This is an optimization exercise on Yosys and OpenROAD, whose aim is small area, a short achievable clock period and few clock cycles per item, not a production implementation. Where RTL was checked, it was by simulation tests only, not by an equivalence proof against the original.

==> inputs of branch maple <==
Design idct_top, start of the top module:
module idct_top (
	input logic Clock,
	input logic Resetn,
	input logic [15:0] coeff_in,
	input logic coeff_valid,
	output logic coeff_ready,
	output logic [8:0] pix_out,
	output logic pix_valid,
	input logic pix_ready
);
==> flow/config.mk <==
export PLATFORM = sky130hd
export DESIGN_NAME = idct_top
export DESIGN_NICKNAME = idct_top
export VERILOG_FILES = /design/flow/design.v
export SDC_FILE = /design/flow/constraint.sdc
export NUM_CORES = 4
export LEC_CHECK = 0
export CAP_MARGIN = 20
export CORE_MARGIN = 2
export CORE_UTILIZATION = 40
export SLEW_MARGIN = 20
==> flow/constraint.sdc <==
create_clock -name core_clock -period 12.0 [get_ports {Clock}]
set_input_delay 2.4000 -clock core_clock [delete_from_list [all_inputs] [get_ports {Clock}]]
set_output_delay 2.4000 -clock core_clock [all_outputs]
set_load 0.01 [all_outputs]
run.sh (not shown) runs the stock make flow with config.mk's settings and CLKGATE_MAP_FILE= SYNTH_SCRIPT=/design/flow/synth_recipe.tcl, a recipe that flattens the netlist after the stock synthesis.
==> branch yarrow: changes against branch maple <==
--- a/flow/design.v
+++ b/flow/design.v
@@ -75,49 +75,58 @@
 				pix_valid <= push;
 			end
 		end
 	end
 endmodule
 module transpose_ram #(
-	parameter int W = 22
+	parameter int W = 22,
+	parameter int OFF = 0
 ) (
 	input logic Clock,
+	input logic Resetn,
 	input logic en,
-	input logic [5:0] pos,
+	input logic [5:0] idx,
 	input logic [W-1:0] din,
 	output logic [W-1:0] dout
 );
-	logic [5:0] pos1;
-	logic [5:0] pos2;
 	logic [W-1:0] s1;
 	logic [W-1:0] s2;
-	assign pos1 = pos - 6'd7;
-	assign pos2 = pos - 6'd21;
-	transpose_stage #(.W(W), .A(3), .B(0)) u_s0 (
-		.Clock(Clock), .en(en), .pos(pos), .din(din), .dout(s1));
-	transpose_stage #(.W(W), .A(4), .B(1)) u_s1 (
-		.Clock(Clock), .en(en), .pos(pos1), .din(s1), .dout(s2));
-	transpose_stage #(.W(W), .A(5), .B(2)) u_s2 (
-		.Clock(Clock), .en(en), .pos(pos2), .din(s2), .dout(dout));
+	transpose_stage #(.W(W), .A(3), .B(0), .OFF(OFF)) u_s0 (
+		.Clock(Clock), .Resetn(Resetn), .en(en), .idx(idx), .din(din), .dout(s1));
+	transpose_stage #(.W(W), .A(4), .B(1), .OFF(OFF + 7)) u_s1 (
+		.Clock(Clock), .Resetn(Resetn), .en(en), .idx(idx), .din(s1), .dout(s2));
+	transpose_stage #(.W(W), .A(5), .B(2), .OFF(OFF + 21)) u_s2 (
+		.Clock(Clock), .Resetn(Resetn), .en(en), .idx(idx), .din(s2), .dout(dout));
 endmodule
 module transpose_stage #(
 	parameter int W = 22,
 	parameter int A = 3,
-	parameter int B = 0
+	parameter int B = 0,
+	parameter int OFF = 0
 ) (
 	input logic Clock,
+	input logic Resetn,
 	input logic en,
-	input logic [5:0] pos,
+	input logic [5:0] idx,
 	input logic [W-1:0] din,
 	output logic [W-1:0] dout
 );
 	localparam int D = (1 << A) - (1 << B);
+	localparam logic [5:0] POS0 = 6'(64 - (OFF % 64));
 	logic [W-1:0] dl [D];
+	logic [5:0] pos_next;
 	logic early;
-	assign early = pos[A] & ~pos[B];
+	assign pos_next = idx + 6'd1 - 6'(OFF % 64);
 	assign dout = early ? din : dl[D-1];
+	always_ff @(posedge Clock or negedge Resetn) begin
+		if (!Resetn) begin
+			early <= POS0[A] & ~POS0[B];
+		end else if (en) begin
+			early <= pos_next[A] & ~pos_next[B];
+		end
+	end
 	always_ff @(posedge Clock) begin
 		if (en) begin
 			dl[0] <= early ? dl[D-1] : din;
 			for (int i = 1; i < D; i++) begin
 				dl[i] <= dl[i-1];
 			end
@@ -129,42 +138,57 @@
 	parameter int PW = 27,
 	parameter int AW = 30
 ) (
 	input logic Clock,
 	input logic en,
 	input logic [2:0] k,
-	input logic [IW-1:0] x,
+	input logic signed [IW-1:0] x,
+	output logic [2:0] kq,
 	output logic [8*AW-1:0] acc_flat
 );
-	logic signed [PW-1:0] x1, x3, x5, x25, x39, x49, x181, x473, x520, x569, x1664;
+	logic signed [PW-1:0] x1, x7, x9, x15, x17, x31, x63;
+	logic signed [PW-1:0] r15, r17, r25, r49, r473, r569, r2009;
 	logic signed [PW-1:0] p1448, p2009, p1703, p1138, p400, p1892, p784;
 	logic signed [PW-1:0] pm [4];
 	logic neg [4];
+	logic signed [PW-1:0] pm_q [4];
+	logic neg_q [4];
+	logic [2:0] kd;
 	logic signed [AW-1:0] acc [8];
 	always_comb begin
-		x1 = PW'($signed(x));
-		x3 = (x1 <<< 1) + x1;
-		x5 = (x1 <<< 2) + x1;
-		x520 = (x1 <<< 9) + (x1 <<< 3);
-		x25 = (x3 <<< 3) + x1;
-		x39 = (x5 <<< 3) - x1;
-		x49 = (x3 <<< 4) + x1;
-		x1664 = (x1 <<< 11) - (x3 <<< 7);
-		x473 = (x1 <<< 9) - x39;
-		p2009 = (x1 <<< 11) - x39;
-		x181 = (x39 <<< 2) + x25;
-		x569 = x520 + x49;
-		p1703 = x1664 + x39;
-		p1448 = x181 <<< 3;
-		p1138 = x569 <<< 1;
-		p400 = x25 <<< 4;
-		p1892 = x473 <<< 2;
-		p784 = x49 <<< 4;
+		x1 = PW'(x);
+		x7 = (x1 <<< 3) - x1;
+		x9 = (x1 <<< 3) + x1;
+		x15 = (x1 <<< 4) - x1;
+		x17 = (x1 <<< 4) + x1;
+		x31 = (x1 <<< 5) - x1;
+		x63 = (x1 <<< 6) - x1;
+	end
+	always_ff @(posedge Clock) begin
+		if (en) begin
+			kd <= k;
+			r15 <= x15;
+			r17 <= x17;
+			r25 <= (x1 <<< 4) + x9;
+			r49 <= (x1 <<< 6) - x15;
+			r473 <= (x63 <<< 3) - x31;
+			r569 <= (x9 <<< 6) - x7;
+			r2009 <= (x63 <<< 5) - x7;
+		end
+	end
+	always_comb begin
+		p1448 = ((r49 <<< 2) - r15) <<< 3;
+		p1703 = (r17 <<< 7) - r473;
+		p2009 = r2009;
+		p1138 = r569 <<< 1;
+		p400 = r25 <<< 4;
+		p1892 = r473 <<< 2;
+		p784 = r49 <<< 4;
 	end
 	always_comb begin
-		case (k)
+		case (kd)
 			3'd0: begin
 				pm[0] = p1448; pm[1] = p1448; pm[2] = p1448; pm[3] = p1448;
 				neg[0] = 1'b0; neg[1] = 1'b0; neg[2] = 1'b0; neg[3] = 1'b0;
 			end
 			3'd1: begin
 				pm[0] = p2009; pm[1] = p1703; pm[2] = p1138; pm[3] = p400;
@@ -195,19 +219,28 @@
 				neg[0] = 1'b0; neg[1] = 1'b1; neg[2] = 1'b0; neg[3] = 1'b1;
 			end
 		endcase
 	end
 	always_ff @(posedge Clock) begin
 		if (en) begin
+			kq <= kd;
+			for (int n = 0; n < 4; n++) begin
+				pm_q[n] <= pm[n];
+				neg_q[n] <= neg[n];
+			end
+		end
+	end
+	always_ff @(posedge Clock) begin
+		if (en) begin
 			for (int n = 0; n < 8; n++) begin
 				logic signed [AW-1:0] base;
 				logic signed [AW-1:0] term;
 				logic sub;
-				base = (k == 3'd0) ? '0 : acc[n];
-				term = AW'(pm[(n < 4) ? n : 7 - n]);
-				sub = neg[(n < 4) ? n : 7 - n] ^ ((n >= 4) & k[0]);
+				base = (kq == 3'd0) ? '0 : acc[n];
+				term = AW'(pm_q[(n < 4) ? n : 7 - n]);
+				sub = neg_q[(n < 4) ? n : 7 - n] ^ ((n >= 4) & kq[0]);
 				acc[n] <= sub ? base - term : base + term;
 			end
 		end
 	end
 	always_comb begin
 		for (int n = 0; n < 8; n++) begin
@@ -233,13 +266,12 @@
 	logic [Q+1:0] tags;
 	logic first;
 	logic in_ok;
 	logic pending;
 	logic real_slot;
 	logic [5:0] out_pos;
-	assign first = (idx == 6'd0);
 	assign pending = |tags[Q:0];
 	assign real_slot = first ? in_full : tags[0];
 	assign in_ok = first ? (in_full | pending) : (~tags[0] | in_full);
 	assign adv = out_room & in_ok;
 	assign take = adv & real_slot;
 	assign out_pos = idx - 6'(R);
@@ -253,15 +285,17 @@
 			out_valid = tags[Q];
 		end
 	end
 	always_ff @(posedge Clock or negedge Resetn) begin
 		if (!Resetn) begin
 			idx <= '0;
+			first <= 1'b1;
 			tags <= '0;
 		end else if (adv) begin
 			idx <= idx + 6'd1;
+			first <= (idx == 6'd63);
 			if (first) begin
 				tags <= {tags[Q:0], in_full};
 			end
 		end
 	end
 endmodule
@@ -275,17 +309,17 @@
 	output logic pix_valid,
 	input logic pix_ready
 );
 	localparam int AW1 = idct_pkg::P1_AW;
 	localparam int AW2 = idct_pkg::P2_AW;
 	localparam int TW = idct_pkg::T_W;
-	localparam int LAT_A = 9;
+	localparam int LAT_A = 11;
 	localparam int LAT_TR = 49;
-	localparam int LAT_B = 9;
+	localparam int LAT_B = 11;
 	localparam int POS_T = LAT_A;
-	localparam int POS_B = LAT_A + LAT_TR;
+	localparam int POS_B = POS_T + LAT_TR + 1;
 	localparam int POS_P = POS_B + LAT_B;
 	localparam int LAT = POS_P + LAT_TR;
 	logic adv;
 	logic take;
 	logic [5:0] idx;
 	logic out_valid;
@@ -295,52 +329,56 @@
 	logic out_room;
 	logic [8*AW1-1:0] acc1;
 	logic [8*AW2-1:0] acc2;
 	logic [TW-1:0] sh1 [8];
 	logic [7:0] sh2 [8];
 	logic [TW-1:0] t_col;
+	logic [TW-1:0] t_col_q;
+	logic [2:0] kq1;
+	logic [2:0] kq2;
 	logic [7:0] pix_row;
 	logic [2:0] k2;
-	logic [5:0] pos_t;
-	logic [5:0] pos_p;
 	idct_sequencer #(.LAT(LAT)) u_sequencer (
 		.Clock(Clock), .Resetn(Resetn), .in_full(in_full), .out_room(out_room),
 		.adv(adv), .take(take), .idx(idx), .out_valid(out_valid), .out_last(out_last));
 	block_buffer u_buffer (
 		.Clock(Clock), .Resetn(Resetn), .coeff_in(coeff_in), .coeff_valid(coeff_valid),
 		.coeff_ready(coeff_ready), .pix_out(pix_out), .pix_valid(pix_valid),
 		.pix_ready(pix_ready), .take(take), .in_full(in_full), .in_data(in_data),
 		.push(adv & out_valid), .push_data({pix_row, out_last}), .out_room(out_room));
 	mac_datapath #(.IW(16), .PW(idct_pkg::P1_PW), .AW(AW1)) u_pass1 (
-		.Clock(Clock), .en(adv), .k(idx[2:0]), .x(in_data), .acc_flat(acc1));
+		.Clock(Clock), .en(adv), .k(idx[2:0]), .x(in_data), .kq(kq1), .acc_flat(acc1));
 	always_ff @(posedge Clock) begin
 		if (adv) begin
 			for (int n = 0; n < 8; n++) begin
-				if (idx[2:0] == 3'd0) begin
+				if (kq1 == 3'd0) begin
 					sh1[n] <= acc1[n * AW1 + 8 +: TW];
 				end else if (n < 7) begin
 					sh1[n] <= sh1[n + 1];
 				end
 			end
 		end
 	end
-	assign pos_t = idx - 6'(POS_T);
-	transpose_ram #(.W(TW)) u_tram (
-		.Clock(Clock), .en(adv), .pos(pos_t), .din(sh1[0]), .dout(t_col));
+	transpose_ram #(.W(TW), .OFF(POS_T)) u_tram (
+		.Clock(Clock), .Resetn(Resetn), .en(adv), .idx(idx), .din(sh1[0]), .dout(t_col));
+	always_ff @(posedge Clock) begin
+		if (adv) begin
+			t_col_q <= t_col;
+		end
+	end
 	assign k2 = 3'(idx - 6'(POS_B));
 	mac_datapath #(.IW(TW), .PW(AW2), .AW(AW2)) u_pass2 (
-		.Clock(Clock), .en(adv), .k(k2), .x(t_col), .acc_flat(acc2));
+		.Clock(Clock), .en(adv), .k(k2), .x(t_col_q), .kq(kq2), .acc_flat(acc2));
 	always_ff @(posedge Clock) begin
 		if (adv) begin
 			for (int m = 0; m < 8; m++) begin
-				if (k2 == 3'd0) begin
+				if (kq2 == 3'd0) begin
 					sh2[m] <= idct_pkg::clip(acc2[m * AW2 +: AW2]);
 				end else if (m < 7) begin
 					sh2[m] <= sh2[m + 1];
 				end
 			end
 		end
 	end
-	assign pos_p = idx - 6'(POS_P);
-	transpose_ram #(.W(8)) u_pram (
-		.Clock(Clock), .en(adv), .pos(pos_p), .din(sh2[0]), .dout(pix_row));
+	transpose_ram #(.W(8), .OFF(POS_P)) u_pram (
+		.Clock(Clock), .Resetn(Resetn), .en(adv), .idx(idx), .din(sh2[0]), .dout(pix_row));
 endmodule
==> branch willow: changes against branch maple <==
--- a/flow/design.v
+++ b/flow/design.v
@@ -75,49 +75,58 @@
 				pix_valid <= push;
 			end
 		end
 	end
 endmodule
 module transpose_ram #(
-	parameter int W = 22
+	parameter int W = 22,
+	parameter int OFF = 0
 ) (
 	input logic Clock,
+	input logic Resetn,
 	input logic en,
-	input logic [5:0] pos,
+	input logic [5:0] idx,
 	input logic [W-1:0] din,
 	output logic [W-1:0] dout
 );
-	logic [5:0] pos1;
-	logic [5:0] pos2;
 	logic [W-1:0] s1;
 	logic [W-1:0] s2;
-	assign pos1 = pos - 6'd7;
-	assign pos2 = pos - 6'd21;
-	transpose_stage #(.W(W), .A(3), .B(0)) u_s0 (
-		.Clock(Clock), .en(en), .pos(pos), .din(din), .dout(s1));
-	transpose_stage #(.W(W), .A(4), .B(1)) u_s1 (
-		.Clock(Clock), .en(en), .pos(pos1), .din(s1), .dout(s2));
-	transpose_stage #(.W(W), .A(5), .B(2)) u_s2 (
-		.Clock(Clock), .en(en), .pos(pos2), .din(s2), .dout(dout));
+	transpose_stage #(.W(W), .A(3), .B(0), .OFF(OFF)) u_s0 (
+		.Clock(Clock), .Resetn(Resetn), .en(en), .idx(idx), .din(din), .dout(s1));
+	transpose_stage #(.W(W), .A(4), .B(1), .OFF(OFF + 7)) u_s1 (
+		.Clock(Clock), .Resetn(Resetn), .en(en), .idx(idx), .din(s1), .dout(s2));
+	transpose_stage #(.W(W), .A(5), .B(2), .OFF(OFF + 21)) u_s2 (
+		.Clock(Clock), .Resetn(Resetn), .en(en), .idx(idx), .din(s2), .dout(dout));
 endmodule
 module transpose_stage #(
 	parameter int W = 22,
 	parameter int A = 3,
-	parameter int B = 0
+	parameter int B = 0,
+	parameter int OFF = 0
 ) (
 	input logic Clock,
+	input logic Resetn,
 	input logic en,
-	input logic [5:0] pos,
+	input logic [5:0] idx,
 	input logic [W-1:0] din,
 	output logic [W-1:0] dout
 );
 	localparam int D = (1 << A) - (1 << B);
+	localparam logic [5:0] POS0 = 6'(64 - (OFF % 64));
 	logic [W-1:0] dl [D];
+	logic [5:0] pos_next;
 	logic early;
-	assign early = pos[A] & ~pos[B];
+	assign pos_next = idx + 6'd1 - 6'(OFF % 64);
 	assign dout = early ? din : dl[D-1];
+	always_ff @(posedge Clock or negedge Resetn) begin
+		if (!Resetn) begin
+			early <= POS0[A] & ~POS0[B];
+		end else if (en) begin
+			early <= pos_next[A] & ~pos_next[B];
+		end
+	end
 	always_ff @(posedge Clock) begin
 		if (en) begin
 			dl[0] <= early ? dl[D-1] : din;
 			for (int i = 1; i < D; i++) begin
 				dl[i] <= dl[i-1];
 			end
@@ -129,42 +138,57 @@
 	parameter int PW = 27,
 	parameter int AW = 30
 ) (
 	input logic Clock,
 	input logic en,
 	input logic [2:0] k,
-	input logic [IW-1:0] x,
+	input logic signed [IW-1:0] x,
+	output logic [2:0] kq,
 	output logic [8*AW-1:0] acc_flat
 );
-	logic signed [PW-1:0] x1, x3, x5, x25, x39, x49, x181, x473, x520, x569, x1664;
+	logic signed [PW-1:0] x1, x7, x9, x15, x17, x31, x63;
+	logic signed [PW-1:0] r15, r17, r25, r49, r473, r569, r2009;
 	logic signed [PW-1:0] p1448, p2009, p1703, p1138, p400, p1892, p784;
 	logic signed [PW-1:0] pm [4];
 	logic neg [4];
+	logic signed [PW-1:0] pm_q [4];
+	logic neg_q [4];
+	logic [2:0] kd;
 	logic signed [AW-1:0] acc [8];
 	always_comb begin
-		x1 = PW'($signed(x));
-		x3 = (x1 <<< 1) + x1;
-		x5 = (x1 <<< 2) + x1;
-		x520 = (x1 <<< 9) + (x1 <<< 3);
-		x25 = (x3 <<< 3) + x1;
-		x39 = (x5 <<< 3) - x1;
-		x49 = (x3 <<< 4) + x1;
-		x1664 = (x1 <<< 11) - (x3 <<< 7);
-		x473 = (x1 <<< 9) - x39;
-		p2009 = (x1 <<< 11) - x39;
-		x181 = (x39 <<< 2) + x25;
-		x569 = x520 + x49;
-		p1703 = x1664 + x39;
-		p1448 = x181 <<< 3;
-		p1138 = x569 <<< 1;
-		p400 = x25 <<< 4;
-		p1892 = x473 <<< 2;
-		p784 = x49 <<< 4;
+		x1 = PW'(x);
+		x7 = (x1 <<< 3) - x1;
+		x9 = (x1 <<< 3) + x1;
+		x15 = (x1 <<< 4) - x1;
+		x17 = (x1 <<< 4) + x1;
+		x31 = (x1 <<< 5) - x1;
+		x63 = (x1 <<< 6) - x1;
+	end
+	always_ff @(posedge Clock) begin
+		if (en) begin
+			kd <= k;
+			r15 <= x15;
+			r17 <= x17;
+			r25 <= (x1 <<< 4) + x9;
+			r49 <= (x1 <<< 6) - x15;
+			r473 <= (x63 <<< 3) - x31;
+			r569 <= (x9 <<< 6) - x7;
+			r2009 <= (x63 <<< 5) - x7;
+		end
+	end
+	always_comb begin
+		p1448 = ((r49 <<< 2) - r15) <<< 3;
+		p1703 = (r17 <<< 7) - r473;
+		p2009 = r2009;
+		p1138 = r569 <<< 1;
+		p400 = r25 <<< 4;
+		p1892 = r473 <<< 2;
+		p784 = r49 <<< 4;
 	end
 	always_comb begin
-		case (k)
+		case (kd)
 			3'd0: begin
 				pm[0] = p1448; pm[1] = p1448; pm[2] = p1448; pm[3] = p1448;
 				neg[0] = 1'b0; neg[1] = 1'b0; neg[2] = 1'b0; neg[3] = 1'b0;
 			end
 			3'd1: begin
 				pm[0] = p2009; pm[1] = p1703; pm[2] = p1138; pm[3] = p400;
@@ -195,19 +219,28 @@
 				neg[0] = 1'b0; neg[1] = 1'b1; neg[2] = 1'b0; neg[3] = 1'b1;
 			end
 		endcase
 	end
 	always_ff @(posedge Clock) begin
 		if (en) begin
+			kq <= kd;
+			for (int n = 0; n < 4; n++) begin
+				pm_q[n] <= pm[n];
+				neg_q[n] <= neg[n];
+			end
+		end
+	end
+	always_ff @(posedge Clock) begin
+		if (en) begin
 			for (int n = 0; n < 8; n++) begin
 				logic signed [AW-1:0] base;
 				logic signed [AW-1:0] term;
 				logic sub;
-				base = (k == 3'd0) ? '0 : acc[n];
-				term = AW'(pm[(n < 4) ? n : 7 - n]);
-				sub = neg[(n < 4) ? n : 7 - n] ^ ((n >= 4) & k[0]);
+				base = (kq == 3'd0) ? '0 : acc[n];
+				term = AW'(pm_q[(n < 4) ? n : 7 - n]);
+				sub = neg_q[(n < 4) ? n : 7 - n] ^ ((n >= 4) & kq[0]);
 				acc[n] <= sub ? base - term : base + term;
 			end
 		end
 	end
 	always_comb begin
 		for (int n = 0; n < 8; n++) begin
@@ -233,13 +266,12 @@
 	logic [Q+1:0] tags;
 	logic first;
 	logic in_ok;
 	logic pending;
 	logic real_slot;
 	logic [5:0] out_pos;
-	assign first = (idx == 6'd0);
 	assign pending = |tags[Q:0];
 	assign real_slot = first ? in_full : tags[0];
 	assign in_ok = first ? (in_full | pending) : (~tags[0] | in_full);
 	assign adv = out_room & in_ok;
 	assign take = adv & real_slot;
 	assign out_pos = idx - 6'(R);
@@ -253,15 +285,17 @@
 			out_valid = tags[Q];
 		end
 	end
 	always_ff @(posedge Clock or negedge Resetn) begin
 		if (!Resetn) begin
 			idx <= '0;
+			first <= 1'b1;
 			tags <= '0;
 		end else if (adv) begin
 			idx <= idx + 6'd1;
+			first <= (idx == 6'd63);
 			if (first) begin
 				tags <= {tags[Q:0], in_full};
 			end
 		end
 	end
 endmodule
@@ -275,17 +309,17 @@
 	output logic pix_valid,
 	input logic pix_ready
 );
 	localparam int AW1 = idct_pkg::P1_AW;
 	localparam int AW2 = idct_pkg::P2_AW;
 	localparam int TW = idct_pkg::T_W;
-	localparam int LAT_A = 9;
+	localparam int LAT_A = 11;
 	localparam int LAT_TR = 49;
-	localparam int LAT_B = 9;
+	localparam int LAT_B = 11;
 	localparam int POS_T = LAT_A;
-	localparam int POS_B = LAT_A + LAT_TR;
+	localparam int POS_B = POS_T + LAT_TR + 1;
 	localparam int POS_P = POS_B + LAT_B;
 	localparam int LAT = POS_P + LAT_TR;
 	logic adv;
 	logic take;
 	logic [5:0] idx;
 	logic out_valid;
@@ -295,52 +329,56 @@
 	logic out_room;
 	logic [8*AW1-1:0] acc1;
 	logic [8*AW2-1:0] acc2;
 	logic [TW-1:0] sh1 [8];
 	logic [7:0] sh2 [8];
 	logic [TW-1:0] t_col;
+	logic [TW-1:0] t_col_q;
+	logic [2:0] kq1;
+	logic [2:0] kq2;
 	logic [7:0] pix_row;
 	logic [2:0] k2;
-	logic [5:0] pos_t;
-	logic [5:0] pos_p;
 	idct_sequencer #(.LAT(LAT)) u_sequencer (
 		.Clock(Clock), .Resetn(Resetn), .in_full(in_full), .out_room(out_room),
 		.adv(adv), .take(take), .idx(idx), .out_valid(out_valid), .out_last(out_last));
 	block_buffer u_buffer (
 		.Clock(Clock), .Resetn(Resetn), .coeff_in(coeff_in), .coeff_valid(coeff_valid),
 		.coeff_ready(coeff_ready), .pix_out(pix_out), .pix_valid(pix_valid),
 		.pix_ready(pix_ready), .take(take), .in_full(in_full), .in_data(in_data),
 		.push(adv & out_valid), .push_data({pix_row, out_last}), .out_room(out_room));
 	mac_datapath #(.IW(16), .PW(idct_pkg::P1_PW), .AW(AW1)) u_pass1 (
-		.Clock(Clock), .en(adv), .k(idx[2:0]), .x(in_data), .acc_flat(acc1));
+		.Clock(Clock), .en(adv), .k(idx[2:0]), .x(in_data), .kq(kq1), .acc_flat(acc1));
 	always_ff @(posedge Clock) begin
 		if (adv) begin
 			for (int n = 0; n < 8; n++) begin
-				if (idx[2:0] == 3'd0) begin
+				if (kq1 == 3'd0) begin
 					sh1[n] <= acc1[n * AW1 + 8 +: TW];
 				end else if (n < 7) begin
 					sh1[n] <= sh1[n + 1];
 				end
 			end
 		end
 	end
-	assign pos_t = idx - 6'(POS_T);
-	transpose_ram #(.W(TW)) u_tram (
-		.Clock(Clock), .en(adv), .pos(pos_t), .din(sh1[0]), .dout(t_col));
+	transpose_ram #(.W(TW), .OFF(POS_T)) u_tram (
+		.Clock(Clock), .Resetn(Resetn), .en(adv), .idx(idx), .din(sh1[0]), .dout(t_col));
+	always_ff @(posedge Clock) begin
+		if (adv) begin
+			t_col_q <= t_col;
+		end
+	end
 	assign k2 = 3'(idx - 6'(POS_B));
 	mac_datapath #(.IW(TW), .PW(AW2), .AW(AW2)) u_pass2 (
-		.Clock(Clock), .en(adv), .k(k2), .x(t_col), .acc_flat(acc2));
+		.Clock(Clock), .en(adv), .k(k2), .x(t_col_q), .kq(kq2), .acc_flat(acc2));
 	always_ff @(posedge Clock) begin
 		if (adv) begin
 			for (int m = 0; m < 8; m++) begin
-				if (k2 == 3'd0) begin
+				if (kq2 == 3'd0) begin
 					sh2[m] <= idct_pkg::clip(acc2[m * AW2 +: AW2]);
 				end else if (m < 7) begin
 					sh2[m] <= sh2[m + 1];
 				end
 			end
 		end
 	end
-	assign pos_p = idx - 6'(POS_P);
-	transpose_ram #(.W(8)) u_pram (
-		.Clock(Clock), .en(adv), .pos(pos_p), .din(sh2[0]), .dout(pix_row));
+	transpose_ram #(.W(8), .OFF(POS_P)) u_pram (
+		.Clock(Clock), .Resetn(Resetn), .en(adv), .idx(idx), .din(sh2[0]), .dout(pix_row));
 endmodule
==> flow/config.mk (replaced) <==
export PLATFORM = sky130hd
export DESIGN_NAME = idct_top
export DESIGN_NICKNAME = idct_top
export VERILOG_FILES = /design/flow/design.v
export SDC_FILE = /design/flow/constraint.sdc
export NUM_CORES = 4
export LEC_CHECK = 0
export ABC_CLOCK_PERIOD_IN_PS = 4000
export CAP_MARGIN = 20
export CORE_MARGIN = 2
export CORE_UTILIZATION = 40
export SETUP_SLACK_MARGIN = 5
export SLEW_MARGIN = 20
==> comparison <==
Via count, lowest first: branch yarrow, branch willow, branch maple. Design area, highest first: branch yarrow, branch willow, branch maple. Clock-buffer cell count, lowest first: branch maple, branch willow, branch yarrow. Against branch maple, the routed wire length of branch willow is smaller by 4.1%. In branch willow the die area is higher than in branch maple, by 16%. Non-clock buffer count: branch yarrow < branch willow < branch maple. Against branch yarrow, the maximum frequency of branch willow is higher by about 7%.
==> figures <==
| item | branch willow | branch yarrow | branch maple |
|---|---|---|---|
| Worst setup path endpoint | u_pass1.r2009[26]$_DFFE_PP_ | u_pass1.acc[2][29]$_DFFE_PP_ | u_pass2.acc[3][31]$_DFFE_PP_ |
| Combined area of the multi-input logic cells | 0.0650 mm^2 | 0.0650 mm^2 | 0.0646 mm^2 |
| Peak per-stage delay on the critical path | 0.60 ns | 0.79 ns | 0.55 ns |
| Worst R2R Path Depth | 25 | 21 | 65 |
| Hold Crit Start | u_tram.u_s2.dl[12][10]$_DFFE_PP_ | u_tram.u_s1.dl[5][19]$_DFFE_PP_ | u_tram.u_s1.dl[5][4]$_DFFE_PP_ |
| Non-filler cells in the finished layout | 18700 | 18700 | 18600 |
| Global routing met3 resource utilization | 0.0201 | 0.0194 | 0.0367 |
| Largest net degree at the start of global routing | 268 | 214 | 177 |
| # clock sinks | 2870 | 2870 | 2252 |
| Fraction of area in multi-input gates | 0.379 | 0.378 | 0.399 |
| Run status | complete, no violations | complete, no violations | complete, no violations |
| Sequential cell count | 2870 | 2870 | 2252 |
| Average routed wire per standard cell | 19.9 um | 19.6 um | 20.8 um |
| Vias in the first global route | 96800 | 96500 | 95200 |
Testbench counts of branch yarrow, summed over its fixed seeds: cycles 5,088, blocks 64.
Testbench counts of branch willow, summed over its fixed seeds: cycles 5,088, blocks 64.
For branch maple, only the layout was checked, not whether the RTL still works.

static timing again, ports no longer ideal:
Ports are ideal in the flow. The routed layouts listed here were re-timed in OpenROAD.
Step 1 sets driving cells, clkbuf_16 on the clock port and buf_2 on the other inputs (assumed; they add their load-dependent delay and slew).
Step 2 adds t to the input delays and takes it off the output delays; t is the mean of the earliest and latest rising clock arrival at the registers after step 1. Input paths then give back, and output paths get back, about the clock's delay inside the block.
Three values: ideal, step 1, step 2; two values: the first two.
run | t, ns | setup slack, ns | worst setup path at the end | slew at the worst register clock pin (ns)
branch maple | 1.010 | 0.255 / 0.255 / 0.255 | register to register | 0.07 / 0.07
branch yarrow | 1.007 | 5.032 / 5.032 / 5.032 | register to register | 0.07 / 0.07
branch willow | 1.003 | 5.465 / 5.465 / 5.465 | register to register | 0.07 / 0.07
After both steps setup and hold are still met in every run listed.
